Background: an optimization exercise with open tools, aiming at small area, a short achievable clock period and few clock cycles per item. Do not read the settings as production practice.
At most, simulation tests tie the RTL to the original design; equivalence was not proved.
Power and IR drop assume default switching activity.

==> run a <==
## fft_top
module fft_top (
  input  logic                       clk,
  input  logic                       reset_i,
  input  logic                       in_valid_i,
  output logic                       in_ready_o,
  input  logic [2*(4 + 4)-1:0] in_sample_i,
  output logic                       out_valid_o,
  input  logic                       out_ready_i,
  output logic [2*(4 + 4)-1:0] out_bin_o,
  output logic                       out_last_o
);
clock: 6.0 ns
lec_check: 0
abc_area: 1
cap_margin: 20
core_margin: 2
core_utilization: 40
cts_cluster_diameter: 100
cts_cluster_size: 24
setup_slack_margin: 3.0
slew_margin: 20
standard.sh (not shown) runs the stock make flow with config.mk's settings and CLKGATE_MAP_FILE= SYNTH_SCRIPT=/design/flow/synth_recipe.tcl, a recipe that flattens the netlist after the stock synthesis.
==> flow/flow/run.sh <==
#!/bin/bash
# The standard layout, except that the port buffers are buf_4 cells
# instead of the default (a slow delay-buffer cell).
set -euo pipefail
export BUFFER_PORTS_ARGS="-buffer_cell sky130_fd_sc_hd__buf_4"
bash standard.sh > standard.log 2>&1
==> inputs of run b, as changes to run a <==
--- a/flow/design.v
+++ b/flow/design.v
@@ -21,19 +21,22 @@
   logic [2:0] pa_q;       
   logic       bk_rdy_q;   
   logic [2:0] jc_q;       
   logic [2:0] ob_q;       
   logic       ir_q;       
+  logic       rdy_q;      
+  logic       vin_q;      
+  logic [15:0] in_q;
   logic       st0_q, st1_q, w2_q, p2_q, p3_q, p4_q, p5_q, p6_q;
   logic       sa_d_q, sa_s0_q, sa_s1_q, sa_s2_q, sa_b1_q, sa_b3_q;
   logic       sb_d_q, sb_s1_q, sb_s2_q, sb_s3_q, sb_b5_q, sb_b7_q;
   logic       jx_q, j3_q;
   logic       evc_q;      
   logic fire, start, step1, out_acc, ev, jstep;
   logic op;
-  assign fire    = in_valid_i && ir_q;
-  assign op      = fire;
+  assign fire    = in_valid_i && rdy_q;
+  assign op      = vin_q && ir_q;
   assign start   = st0_q;
   assign step1   = st1_q;
   assign out_acc = !out_v_q || out_ready_i;
   assign ev      = out_acc && evc_q;
   assign jstep   = ev && !ob_q[2];
@@ -117,10 +120,12 @@
       jc_q     <= 3'd4;
       ob_q     <= 3'd0;
       out_v_q  <= 1'b0;
       evc_q    <= 1'b0;
       ir_q     <= 1'b1;
+      rdy_q    <= 1'b1;
+      vin_q    <= 1'b0;
       st0_q    <= 1'b0;
       st1_q    <= 1'b0;
       w2_q     <= 1'b0;
       p2_q     <= 1'b0;
       p3_q     <= 1'b0;
@@ -142,21 +147,25 @@
       pa_q     <= pa_n;
       bk_rdy_q <= bk_rdy_n;
       jc_q     <= jc_n;
       ir_q     <= ir_n;
       evc_q    <= (ev ? (ob_q[2] ^ (ob_q[1:0] == 2'd3)) : ob_q[2]) || bk_rdy_n;
+      vin_q    <= rdy_q ? in_valid_i : vin_q;
+      rdy_q    <= !(rdy_q ? in_valid_i : vin_q) || ir_n;
       if (ev) begin
         ob_q    <= ob_q + 3'd1;
         out_v_q <= 1'b1;
       end else if (out_acc) begin
         out_v_q <= 1'b0;
       end
     end
   end
-  assign in_ready_o = ir_q;
-  logic [15:0] in_q;
-  assign in_q = in_sample_i;
+  assign in_ready_o = rdy_q;
+  always_ff @(posedge clk) begin
+    if (!vin_q || ir_q)
+      in_q <= in_sample_i;
+  end
   logic [15:0] x_sum, x_dif;
   assign x_sum = {d_q[0][15:8] + in_q[15:8], d_q[0][7:0] + in_q[7:0]};
   assign x_dif = {d_q[0][15:8] - in_q[15:8], d_q[0][7:0] - in_q[7:0]};
   always_ff @(posedge clk) begin
     if (op) begin
==> flow/run.sh (new file) <==
#!/bin/bash
# synth_recipe.tcl (not shown) runs the flow's synth.tcl, then flattens the netlist and writes it again
# the make line also repeats each setting of config.mk as NAME=value (left out here)
make -C /OpenROAD-flow-scripts/flow DESIGN_CONFIG=/design/flow/config.mk WORK_HOME=/design/flow/orfs CLKGATE_MAP_FILE= SYNTH_SCRIPT=/design/flow/synth_recipe.tcl finish
removed: flow/flow/run.sh
removed: flow/standard.sh
==> comparison table <==
|  | run b | run a |
|---|---|---|
| Max power group | sequential cells | combinational cells |
| Worst setup startpoint | sa_s1_q$_DFF_P_ | sb_s1_q$_DFF_P_ |
| Clk power | 1290 uW | 1320 uW |
| Die extent in y | 215 um | 213 um |
| Multi-input gate area | 7420 sq um | 7760 sq um |
| Met3 Resource Use GR | 0.0304 | 0.0356 |
| # rows | 77 | 76 |
| Distinct cell type count after synthesis | 47 | 50 |
| Detailed Place HPWL | 37800 um | 39500 um |
| Wire length of the first global-routing pass | 79000 um | 83200 um |
| Ratio of cells with drive above 1 in the final layout | 0.0939 | 0.128 |
| Fraction of synthesized area in multiplexers | 0.00437 | 0.00445 |
| Switching share of power | 0.347 | 0.461 |
| Run status | timing/DRC/antenna clean | timing/DRC/antenna clean |
| Via count of the first global-routing pass | 13300 | 13700 |
| Worst-path maximum fanout | 51 | 7 |
| Seq Cell Count | 329 | 311 |
| Fraction of standard cell area in multi-input logic | 0.375 | 0.392 |
| Slowest stage cell, crit path | xnor2_1 | ha_1 |
| Sequential-to-total area share from yosys stat | 0.532 | 0.513 |
| Mapped cell area | 17800 sq um | 17400 sq um |
| Routed length on met2 | 23600 um | 24800 um |
Testbench counts of run b, summed over its fixed seeds: cycles 4,200, frames 512.
The RTL of run a was laid out without a check of its function.

* * *

==> 05-02 <==
==> flow/design.v <==
`timescale 1ns/1ps
module fft_top (
  input  logic                       clk,
  input  logic                       reset_i,
  input  logic                       in_valid_i,
  output logic                       in_ready_o,
  input  logic [2*(4 + 4)-1:0] in_sample_i,
  output logic                       out_valid_o,
  input  logic                       out_ready_i,
  output logic [2*(4 + 4)-1:0] out_bin_o,
  output logic                       out_last_o
);
  logic [3:0][15:0] d_q, s_q, hi_q;
  logic [15:0]      bk1_q, bk3_q, bk5_q, bk7_q;
  logic [8:0]       z_q;
  logic             c7_q;
  logic [15:0]      out_q;
  logic             out_v_q;
  logic [2:0] fc_q;       
  logic       pa_cur_q;   
  logic [2:0] pa_q;       
  logic       bk_rdy_q;   
  logic [2:0] jc_q;       
  logic [2:0] ob_q;       
  logic       ir_q;       
  logic       rdy_q;      
  logic       vin_q;      
  logic [15:0] in_q;
  logic       st0_q, st1_q, w2_q, p2_q, p3_q, p4_q, p5_q, p6_q;
  logic       sa_d_q, sa_s0_q, sa_s1_q, sa_s2_q, sa_b1_q, sa_b3_q;
  logic       sb_d_q, sb_s1_q, sb_s2_q, sb_s3_q, sb_b5_q, sb_b7_q;
  logic       jx_q, j3_q;
  logic       evc_q;      
  logic fire, start, step1, out_acc, ev, jstep;
  logic op;
  assign fire    = in_valid_i && rdy_q;
  assign op      = vin_q && ir_q;
  assign start   = st0_q;
  assign step1   = st1_q;
  assign out_acc = !out_v_q || out_ready_i;
  assign ev      = out_acc && evc_q;
  assign jstep   = ev && !ob_q[2];
  logic [2:0] fc_n, pa_n, jc_n;
  logic       pa_cur_n, bk_rdy_n, ir_n;
  always_comb begin
    fc_n = op ? fc_q + 3'd1 : fc_q;
    if (op && fc_q == 3'd7)
      pa_cur_n = 1'b0;
    else if (start)
      pa_cur_n = 1'b1;
    else
      pa_cur_n = pa_cur_q;
    if (start)
      pa_n = 3'd1;
    else if (step1)
      pa_n = 3'd2;
    else if (pa_q >= 3'd2 && pa_q <= 3'd6)
      pa_n = pa_q + 3'd1;
    else
      pa_n = pa_q;
  end
  logic [1:0]      c_bk_rdy, c_ir, c_evc, c_st0, c_w2;
  logic [1:0]      c_sa_s0, c_sa_s2, c_sa_b1, c_sa_b3;
  logic [1:0]      c_sb_s3, c_sb_s1, c_sb_b5, c_sb_b7, c_jx, c_j3;
  logic [1:0][2:0] c_jc;
  for (genvar e = 0; e < 2; e++) begin : g_ev
    logic [2:0] ob_ee;
    logic       p2_ee, p3_ee, s1m_ee;
    always_comb begin
      ob_ee = (e == 1) ? ob_q + 3'd1 : ob_q;
      if (p3_q)
        c_bk_rdy[e] = 1'b1;
      else if ((e == 1) && !ob_q[2] && ob_q == 3'd3)
        c_bk_rdy[e] = 1'b0;
      else
        c_bk_rdy[e] = bk_rdy_q;
      if (p3_q)
        c_jc[e] = 3'd0;
      else if ((e == 1) && !ob_q[2])
        c_jc[e] = jc_q + 3'd1;
      else
        c_jc[e] = jc_q;
      case (fc_n)
        3'd0:             c_ir[e] = (pa_n >= 3'd1);
        3'd1, 3'd2, 3'd3: c_ir[e] = (pa_n >= 3'd2);
        3'd4, 3'd5:       c_ir[e] = (pa_n >= 3'd4) && (c_jc[e] >= 3'd1);
        3'd6:             c_ir[e] = (pa_n >= 3'd4) && (c_jc[e] >= 3'd3);
        default:          c_ir[e] = pa_cur_n || (pa_n == 3'd7 && !c_bk_rdy[e]);
      endcase
      c_evc[e]   = ob_ee[2] || c_bk_rdy[e];
      c_st0[e]   = (pa_n == 3'd7) && !c_bk_rdy[e] && (fc_n == 3'd7) && !pa_cur_n;
      c_w2[e]    = c_st0[e] || (pa_n == 3'd1);
      p2_ee      = (pa_n == 3'd2);
      p3_ee      = (pa_n == 3'd3);
      s1m_ee     = c_w2[e] || p2_ee || p3_ee;
      c_sa_s0[e] = p2_ee || (!s1m_ee && ob_ee[1:0] == 2'd0);
      c_sa_s2[e] = !s1m_ee && ob_ee[1:0] == 2'd2;
      c_sa_b1[e] = !s1m_ee && ob_ee[1:0] == 2'd1;
      c_sa_b3[e] = !s1m_ee && ob_ee[1:0] == 2'd3;
      c_sb_s3[e] = p3_ee || (!s1m_ee && ob_ee[1:0] == 2'd2);
      c_sb_s1[e] = !s1m_ee && ob_ee[1:0] == 2'd0;
      c_sb_b5[e] = !s1m_ee && ob_ee[1:0] == 2'd1;
      c_sb_b7[e] = !s1m_ee && ob_ee[1:0] == 2'd3;
      c_jx[e]    = ob_ee[1];
      c_j3[e]    = !s1m_ee && ob_ee[1:0] == 2'd3;
    end
  end
  logic nx_st0, nx_w2, nx_evc;
  assign bk_rdy_n = c_bk_rdy[ev];
  assign jc_n     = c_jc[ev];
  assign ir_n     = c_ir[ev];
  assign nx_st0   = c_st0[ev];
  assign nx_w2    = c_w2[ev];
  assign nx_evc   = c_evc[ev];
  always_ff @(posedge clk) begin
    sa_d_q  <= nx_w2;
    sa_s0_q <= c_sa_s0[ev];
    sa_s1_q <= (pa_n == 3'd3);
    sa_s2_q <= c_sa_s2[ev];
    sa_b1_q <= c_sa_b1[ev];
    sa_b3_q <= c_sa_b3[ev];
    sb_d_q  <= nx_w2;
    sb_s2_q <= (pa_n == 3'd2);
    sb_s3_q <= c_sb_s3[ev];
    sb_s1_q <= c_sb_s1[ev];
    sb_b5_q <= c_sb_b5[ev];
    sb_b7_q <= c_sb_b7[ev];
    jx_q    <= c_jx[ev];
    j3_q    <= c_j3[ev];
  end
  always_ff @(posedge clk) begin
    if (reset_i) begin
      fc_q     <= 3'd0;
      pa_cur_q <= 1'b0;
      pa_q     <= 3'd7;
      bk_rdy_q <= 1'b0;
      jc_q     <= 3'd4;
      ob_q     <= 3'd0;
      out_v_q  <= 1'b0;
      evc_q    <= 1'b0;
      ir_q     <= 1'b1;
      rdy_q    <= 1'b1;
      vin_q    <= 1'b0;
      st0_q    <= 1'b0;
      st1_q    <= 1'b0;
      w2_q     <= 1'b0;
      p2_q     <= 1'b0;
      p3_q     <= 1'b0;
      p4_q     <= 1'b0;
      p5_q     <= 1'b0;
      p6_q     <= 1'b0;
    end else begin
      st0_q    <= nx_st0;
      st1_q    <= (pa_n == 3'd1) && !pa_cur_n;
      w2_q     <= nx_w2;
      p2_q     <= (pa_n == 3'd2);
      p3_q     <= (pa_n == 3'd3);
      p4_q     <= (pa_n == 3'd4);
      p5_q     <= (pa_n == 3'd5);
      p6_q     <= (pa_n == 3'd6);
      fc_q     <= fc_n;
      pa_cur_q <= pa_cur_n;
      pa_q     <= pa_n;
      bk_rdy_q <= bk_rdy_n;
      jc_q     <= jc_n;
      ir_q     <= ir_n;
      evc_q    <= nx_evc;
      vin_q    <= rdy_q ? in_valid_i : vin_q;
      rdy_q    <= !(rdy_q ? in_valid_i : vin_q) || ir_n;
      if (ev) begin
        ob_q    <= ob_q + 3'd1;
        out_v_q <= 1'b1;
      end else if (out_acc) begin
        out_v_q <= 1'b0;
      end
    end
  end
  assign in_ready_o = rdy_q;
  always_ff @(posedge clk) begin
    if (!vin_q || ir_q)
      in_q <= in_sample_i;
  end
  logic [15:0] x_sum, x_dif;
  assign x_sum = {d_q[0][15:8] + in_q[15:8], d_q[0][7:0] + in_q[7:0]};
  assign x_dif = {d_q[0][15:8] - in_q[15:8], d_q[0][7:0] - in_q[7:0]};
  always_ff @(posedge clk) begin
    if (op) begin
      d_q[0] <= d_q[1];
      d_q[1] <= d_q[2];
      d_q[2] <= d_q[3];
      d_q[3] <= fc_q[2] ? x_dif : in_q;
    end
  end
  logic [1:0]  j;
  logic        s1m;
  logic [15:0] opa, opb2;
  logic [7:0]  bx, by;
  logic        c_p, c_m;
  logic [8:0]  t_p, t_m;
  logic [7:0]  s1_lr, s1_hr, s1_p, s1_m;
  assign j   = ob_q[1:0];
  assign s1m = w2_q || p2_q || p3_q;
  assign opa = ({16{sa_d_q}}  & d_q[1]) | ({16{sa_s0_q}} & s_q[0]) |
               ({16{sa_s1_q}} & s_q[1]) | ({16{sa_s2_q}} & s_q[2]) |
               ({16{sa_b1_q}} & bk1_q)  | ({16{sa_b3_q}} & bk3_q);
  assign opb2 = ({16{sb_d_q}}  & {d_q[3][7:0], d_q[3][15:8]}) |
                ({16{sb_s1_q}} & s_q[1]) | ({16{sb_s2_q}} & s_q[2]) |
                ({16{sb_s3_q}} & s_q[3]) | ({16{sb_b5_q}} & bk5_q) |
                ({16{sb_b7_q}} & bk7_q);
  assign bx = opb2[15:8];
  assign by = opb2[7:0];
  assign c_p   = j3_q && !c7_q;
  assign c_m   = !j3_q || c7_q;
  assign t_p   = {opa[7:0], 1'b1} + {by, c_p};
  assign t_m   = {opa[7:0], 1'b1} + {~by, c_m};
  assign s1_lr = opa[15:8] + bx;
  assign s1_hr = opa[15:8] - bx;
  assign s1_p  = t_p[8:1];
  assign s1_m  = t_m[8:1];
  logic              tw7, tw_nr;
  logic signed [7:0] tw_r, tw_i;
  logic signed [8:0] tw_z;
  logic signed [12:0] tw_m;
  logic [7:0]        tw_f;
  assign tw7   = p4_q || p5_q;
  assign tw_nr = p3_q || p4_q;
  assign tw_r  = tw7 ? bk7_q[15:8] : bk5_q[15:8];
  assign tw_i  = tw7 ? bk7_q[7:0]  : bk5_q[7:0];
  assign tw_z  = tw_nr ? {tw_i[7], tw_i} - {tw_r[7], tw_r} : {tw_i[7], tw_i} + {tw_r[7], tw_r};
  assign tw_m  = {{4{z_q[8]}}, z_q} * 13'd11;
  assign tw_f  = tw_m[11:4];
  always_ff @(posedge clk) begin
    z_q <= tw_z;
    if (p6_q)
      c7_q <= (z_q[3:0] == 4'd0);
  end
  always_ff @(posedge clk) begin
    if (start) begin
      bk1_q <= {s1_lr, s1_m};                       
      bk3_q <= {s1_hr, s1_p};                       
    end
    if (step1) begin
      bk5_q <= {s1_lr, s1_m};                       
      bk7_q <= {s1_hr, s1_p};                       
    end
    if (p3_q) bk5_q[15:8] <= tw_f;          
    if (p4_q) bk5_q[7:0]  <= tw_f;          
    if (p5_q) bk7_q[15:8] <= tw_f;          
    if (p6_q) bk7_q[7:0]  <= tw_f;          
  end
  always_ff @(posedge clk) begin
    if (op && fc_q[2])
      s_q[fc_q[1:0]] <= x_sum;
    if (p2_q) begin
      s_q[0] <= {s1_lr, s1_p};                      
      s_q[2] <= {s1_hr, s1_m};                      
    end
    if (p3_q) begin
      s_q[1] <= {s1_lr, s1_p};                      
      s_q[3] <= {s1_m, s1_hr};                      
    end
  end
  logic [15:0] x_lo, x_hi;
  assign x_lo = {s1_lr, jx_q ? s1_m : s1_p};
  assign x_hi = {s1_hr, jx_q ? s1_p : s1_m};
  always_ff @(posedge clk) begin
    if (ev) begin
      out_q      <= ob_q[2] ? hi_q[0] : x_lo;
      hi_q[0]    <= hi_q[1];
      hi_q[1]    <= hi_q[2];
      hi_q[2]    <= hi_q[3];
      hi_q[3]    <= x_hi;
    end
  end
  assign out_valid_o = out_v_q;
  assign out_bin_o   = out_q;
  assign out_last_o  = (ob_q == 3'd0);
endmodule
==> flow/run.sh <==
#!/bin/bash
# synth_recipe.tcl (not shown) runs the flow's synth.tcl, then flattens the netlist and writes it again
# the make line also repeats each setting of config.mk as NAME=value (left out here)
make -C /OpenROAD-flow-scripts/flow DESIGN_CONFIG=/design/flow/config.mk WORK_HOME=/design/flow/orfs CLKGATE_MAP_FILE= SYNTH_SCRIPT=/design/flow/synth_recipe.tcl finish
==> flow/config.mk <==
export PLATFORM = sky130hd
export DESIGN_NAME = fft_top
export DESIGN_NICKNAME = fft_top
export VERILOG_FILES = /design/flow/design.v
export SDC_FILE = /design/flow/constraint.sdc
export NUM_CORES = 4
export LEC_CHECK = 0
export ABC_AREA = 1
export CAP_MARGIN = 20
export CORE_MARGIN = 2
export CORE_UTILIZATION = 40
export CTS_CLUSTER_DIAMETER = 100
export CTS_CLUSTER_SIZE = 24
export SETUP_SLACK_MARGIN = 3.1
export SLEW_MARGIN = 20
==> flow/constraint.sdc <==
create_clock -name core_clock -period 6.0 [get_ports {clk}]
set_input_delay 1.2000 -clock core_clock [delete_from_list [all_inputs] [get_ports {clk}]]
set_output_delay 1.2000 -clock core_clock [all_outputs]
set_load 0.01 [all_outputs]
==> inputs of 03-23, as changes to 05-02 <==
--- a/flow/design.v
+++ b/flow/design.v
@@ -22,3 +22,2 @@
   logic       bk_rdy_q;   
-  logic [2:0] jc_q;       
   logic [2:0] ob_q;       
@@ -42,3 +41,4 @@
   assign jstep   = ev && !ob_q[2];
-  logic [2:0] fc_n, pa_n, jc_n;
+  logic [2:0] fc_n, pa_n, ob_n;
+  logic       j1_done, j3_done;
   logic       pa_cur_n, bk_rdy_n, ir_n;
@@ -60,71 +60,51 @@
       pa_n = pa_q;
-  end
-  logic [1:0]      c_bk_rdy, c_ir, c_evc, c_st0, c_w2;
-  logic [1:0]      c_sa_s0, c_sa_s2, c_sa_b1, c_sa_b3;
-  logic [1:0]      c_sb_s3, c_sb_s1, c_sb_b5, c_sb_b7, c_jx, c_j3;
-  logic [1:0][2:0] c_jc;
-  for (genvar e = 0; e < 2; e++) begin : g_ev
-    logic [2:0] ob_ee;
-    logic       p2_ee, p3_ee, s1m_ee;
-    always_comb begin
-      ob_ee = (e == 1) ? ob_q + 3'd1 : ob_q;
-      if (p3_q)
-        c_bk_rdy[e] = 1'b1;
-      else if ((e == 1) && !ob_q[2] && ob_q == 3'd3)
-        c_bk_rdy[e] = 1'b0;
-      else
-        c_bk_rdy[e] = bk_rdy_q;
-      if (p3_q)
-        c_jc[e] = 3'd0;
-      else if ((e == 1) && !ob_q[2])
-        c_jc[e] = jc_q + 3'd1;
-      else
-        c_jc[e] = jc_q;
-      case (fc_n)
-        3'd0:             c_ir[e] = (pa_n >= 3'd1);
-        3'd1, 3'd2, 3'd3: c_ir[e] = (pa_n >= 3'd2);
-        3'd4, 3'd5:       c_ir[e] = (pa_n >= 3'd4) && (c_jc[e] >= 3'd1);
-        3'd6:             c_ir[e] = (pa_n >= 3'd4) && (c_jc[e] >= 3'd3);
-        default:          c_ir[e] = pa_cur_n || (pa_n == 3'd7 && !c_bk_rdy[e]);
-      endcase
-      c_evc[e]   = ob_ee[2] || c_bk_rdy[e];
-      c_st0[e]   = (pa_n == 3'd7) && !c_bk_rdy[e] && (fc_n == 3'd7) && !pa_cur_n;
-      c_w2[e]    = c_st0[e] || (pa_n == 3'd1);
-      p2_ee      = (pa_n == 3'd2);
-      p3_ee      = (pa_n == 3'd3);
-      s1m_ee     = c_w2[e] || p2_ee || p3_ee;
-      c_sa_s0[e] = p2_ee || (!s1m_ee && ob_ee[1:0] == 2'd0);
-      c_sa_s2[e] = !s1m_ee && ob_ee[1:0] == 2'd2;
-      c_sa_b1[e] = !s1m_ee && ob_ee[1:0] == 2'd1;
-      c_sa_b3[e] = !s1m_ee && ob_ee[1:0] == 2'd3;
-      c_sb_s3[e] = p3_ee || (!s1m_ee && ob_ee[1:0] == 2'd2);
-      c_sb_s1[e] = !s1m_ee && ob_ee[1:0] == 2'd0;
-      c_sb_b5[e] = !s1m_ee && ob_ee[1:0] == 2'd1;
-      c_sb_b7[e] = !s1m_ee && ob_ee[1:0] == 2'd3;
-      c_jx[e]    = ob_ee[1];
-      c_j3[e]    = !s1m_ee && ob_ee[1:0] == 2'd3;
-    end
-  end
-  logic nx_st0, nx_w2, nx_evc;
-  assign bk_rdy_n = c_bk_rdy[ev];
-  assign jc_n     = c_jc[ev];
-  assign ir_n     = c_ir[ev];
-  assign nx_st0   = c_st0[ev];
-  assign nx_w2    = c_w2[ev];
-  assign nx_evc   = c_evc[ev];
-  always_ff @(posedge clk) begin
-    sa_d_q  <= nx_w2;
-    sa_s0_q <= c_sa_s0[ev];
-    sa_s1_q <= (pa_n == 3'd3);
-    sa_s2_q <= c_sa_s2[ev];
-    sa_b1_q <= c_sa_b1[ev];
-    sa_b3_q <= c_sa_b3[ev];
-    sb_d_q  <= nx_w2;
-    sb_s2_q <= (pa_n == 3'd2);
-    sb_s3_q <= c_sb_s3[ev];
-    sb_s1_q <= c_sb_s1[ev];
-    sb_b5_q <= c_sb_b5[ev];
-    sb_b7_q <= c_sb_b7[ev];
-    jx_q    <= c_jx[ev];
-    j3_q    <= c_j3[ev];
+    if (p3_q)
+      bk_rdy_n = 1'b1;
+    else if (jstep && ob_q == 3'd3)
+      bk_rdy_n = 1'b0;
+    else
+      bk_rdy_n = bk_rdy_q;
+    ob_n    = ev ? ob_q + 3'd1 : ob_q;
+    j1_done = !bk_rdy_n || (!ob_n[2] && ob_n[1:0] != 2'd0);
+    j3_done = !bk_rdy_n || (!ob_n[2] && ob_n[1:0] == 2'd3);
+    case (fc_n)
+      3'd0:             ir_n = (pa_n >= 3'd1);
+      3'd1, 3'd2, 3'd3: ir_n = (pa_n >= 3'd2);
+      3'd4, 3'd5:       ir_n = (pa_n >= 3'd4) && j1_done;
+      3'd6:             ir_n = (pa_n >= 3'd4) && j3_done;
+      default:          ir_n = pa_cur_n || (pa_n == 3'd7 && !bk_rdy_n);
+    endcase
+  end
+  logic       w2_e, p2_e, p3_e, s1m_e;
+  logic [2:0] ob_e;
+  always_comb begin
+    if (reset_i) begin
+      w2_e = 1'b0;
+      p2_e = 1'b0;
+      p3_e = 1'b0;
+      ob_e = 3'd0;
+    end else begin
+      w2_e = ((pa_n == 3'd7) && !bk_rdy_n && (fc_n == 3'd7) && !pa_cur_n) ||
+             (pa_n == 3'd1);
+      p2_e = (pa_n == 3'd2);
+      p3_e = (pa_n == 3'd3);
+      ob_e = ev ? ob_q + 3'd1 : ob_q;
+    end
+    s1m_e = w2_e || p2_e || p3_e;
+  end
+  always_ff @(posedge clk) begin
+    sa_d_q  <= w2_e;
+    sa_s0_q <= p2_e || (!s1m_e && ob_e[1:0] == 2'd0);
+    sa_s1_q <= p3_e;
+    sa_s2_q <= !s1m_e && ob_e[1:0] == 2'd2;
+    sa_b1_q <= !s1m_e && ob_e[1:0] == 2'd1;
+    sa_b3_q <= !s1m_e && ob_e[1:0] == 2'd3;
+    sb_d_q  <= w2_e;
+    sb_s2_q <= p2_e;
+    sb_s3_q <= p3_e || (!s1m_e && ob_e[1:0] == 2'd2);
+    sb_s1_q <= !s1m_e && ob_e[1:0] == 2'd0;
+    sb_b5_q <= !s1m_e && ob_e[1:0] == 2'd1;
+    sb_b7_q <= !s1m_e && ob_e[1:0] == 2'd3;
+    jx_q    <= ob_e[1];
+    j3_q    <= !s1m_e && ob_e[1:0] == 2'd3;
   end
@@ -136,3 +116,2 @@
       bk_rdy_q <= 1'b0;
-      jc_q     <= 3'd4;
       ob_q     <= 3'd0;
@@ -152,5 +131,6 @@
     end else begin
-      st0_q    <= nx_st0;
+      st0_q    <= (pa_n == 3'd7) && !bk_rdy_n && (fc_n == 3'd7) && !pa_cur_n;
       st1_q    <= (pa_n == 3'd1) && !pa_cur_n;
-      w2_q     <= nx_w2;
+      w2_q     <= ((pa_n == 3'd7) && !bk_rdy_n && (fc_n == 3'd7) && !pa_cur_n) ||
+                  (pa_n == 3'd1);
       p2_q     <= (pa_n == 3'd2);
@@ -164,5 +144,4 @@
       bk_rdy_q <= bk_rdy_n;
-      jc_q     <= jc_n;
       ir_q     <= ir_n;
-      evc_q    <= nx_evc;
+      evc_q    <= (ev ? (ob_q[2] ^ (ob_q[1:0] == 2'd3)) : ob_q[2]) || bk_rdy_n;
       vin_q    <= rdy_q ? in_valid_i : vin_q;
- CTS_CLUSTER_SIZE: 24 -> 20
- SETUP_SLACK_MARGIN: 3.1 -> 3.0
==> comparison table <==
| metric | 05-02 | 03-23 |
|---|---|---|
| Worst slew pin tran | 1070 ps | 959 ps |
| Sequential power | 2860 µW | 2550 µW |
| Start of the worst register-to-register path | sb_s1_q$_DFF_P_ | sa_d_q$_DFF_P_ |
| Cell Count, Final, Fillers Out | 2,665 | 2,566 |
| Area fraction of clock buffers and clock inverters | 0.0270 | 0.0292 |
| Post-synthesis cell count | 2,020 | 1,916 |
| Number of enable-type register cells in the synthesized netlist | 288 | 287 |
| Worst path depth | 16 | 15 |
| Fraction of the mapped netlist area in compound gates | 0.107 | 0.108 |
| Total number of sequential cells | 333 | 326 |
| Leakage power summed over all cells | 0.00868 µW | 0.00834 µW |
| Area of the die | 0.0476 mm² | 0.0461 mm² |
| Layout filler cell count | 4,326 | 4,264 |
| Run status | timing/DRC/antenna clean | timing/DRC/antenna clean |
| NumNets Final | 2,182 | 2,085 |
| Clock tree sinks | 333 | 326 |
| Share of layout cells above drive strength 1 | 0.124 | 0.107 |
| Maximum number of pins on one net before global-route repair | 80 | 65 |
| Logic depth of the worst register-to-register path | 16 | 15 |
| Share of total power in sequential cells | 0.416 | 0.541 |
Function was not checked in any run of this note: the RTL went through the layout flow alone.

==> separate check: timing with driven ports <==
Ports are ideal in the flow. The routed layouts listed here were re-timed in OpenROAD. Step 1 sets driving cells, clkbuf_16 on the clock port and buf_2 on the other inputs (assumed; they add their load-dependent delay and slew). Step 2 moves the port delays by t, midway between the first and last clock arrival at a register: inputs arrive t later, outputs are due t later. That takes back most of the time a late clock gives input paths. a / b / c = ideal / step 1 / step 2; a / b = the first two.
run	t, ns	slack for setup (ns)	worst setup path at the end	latest minus earliest clock arrival (ns)	worst slew at a driven data input, ns
run a	0.584	3.068 / 3.068 / 2.583	input to register	0.028 / 0.028	0.06
run b	0.573	3.076 / 3.043 / 2.647	input to register	0.029 / 0.028	0.03
05-02	0.587	3.150 / 3.150 / 2.729	input to register	0.033 / 0.033	0.04
03-23	0.601	3.018 / 3.018 / 2.606	input to register	0.026 / 0.025	0.04
After both steps every run listed still meets setup and hold. For run a, which loses most, drivers alone change the setup slack by 0.000 ns; drivers and shift together by -0.485 ns.
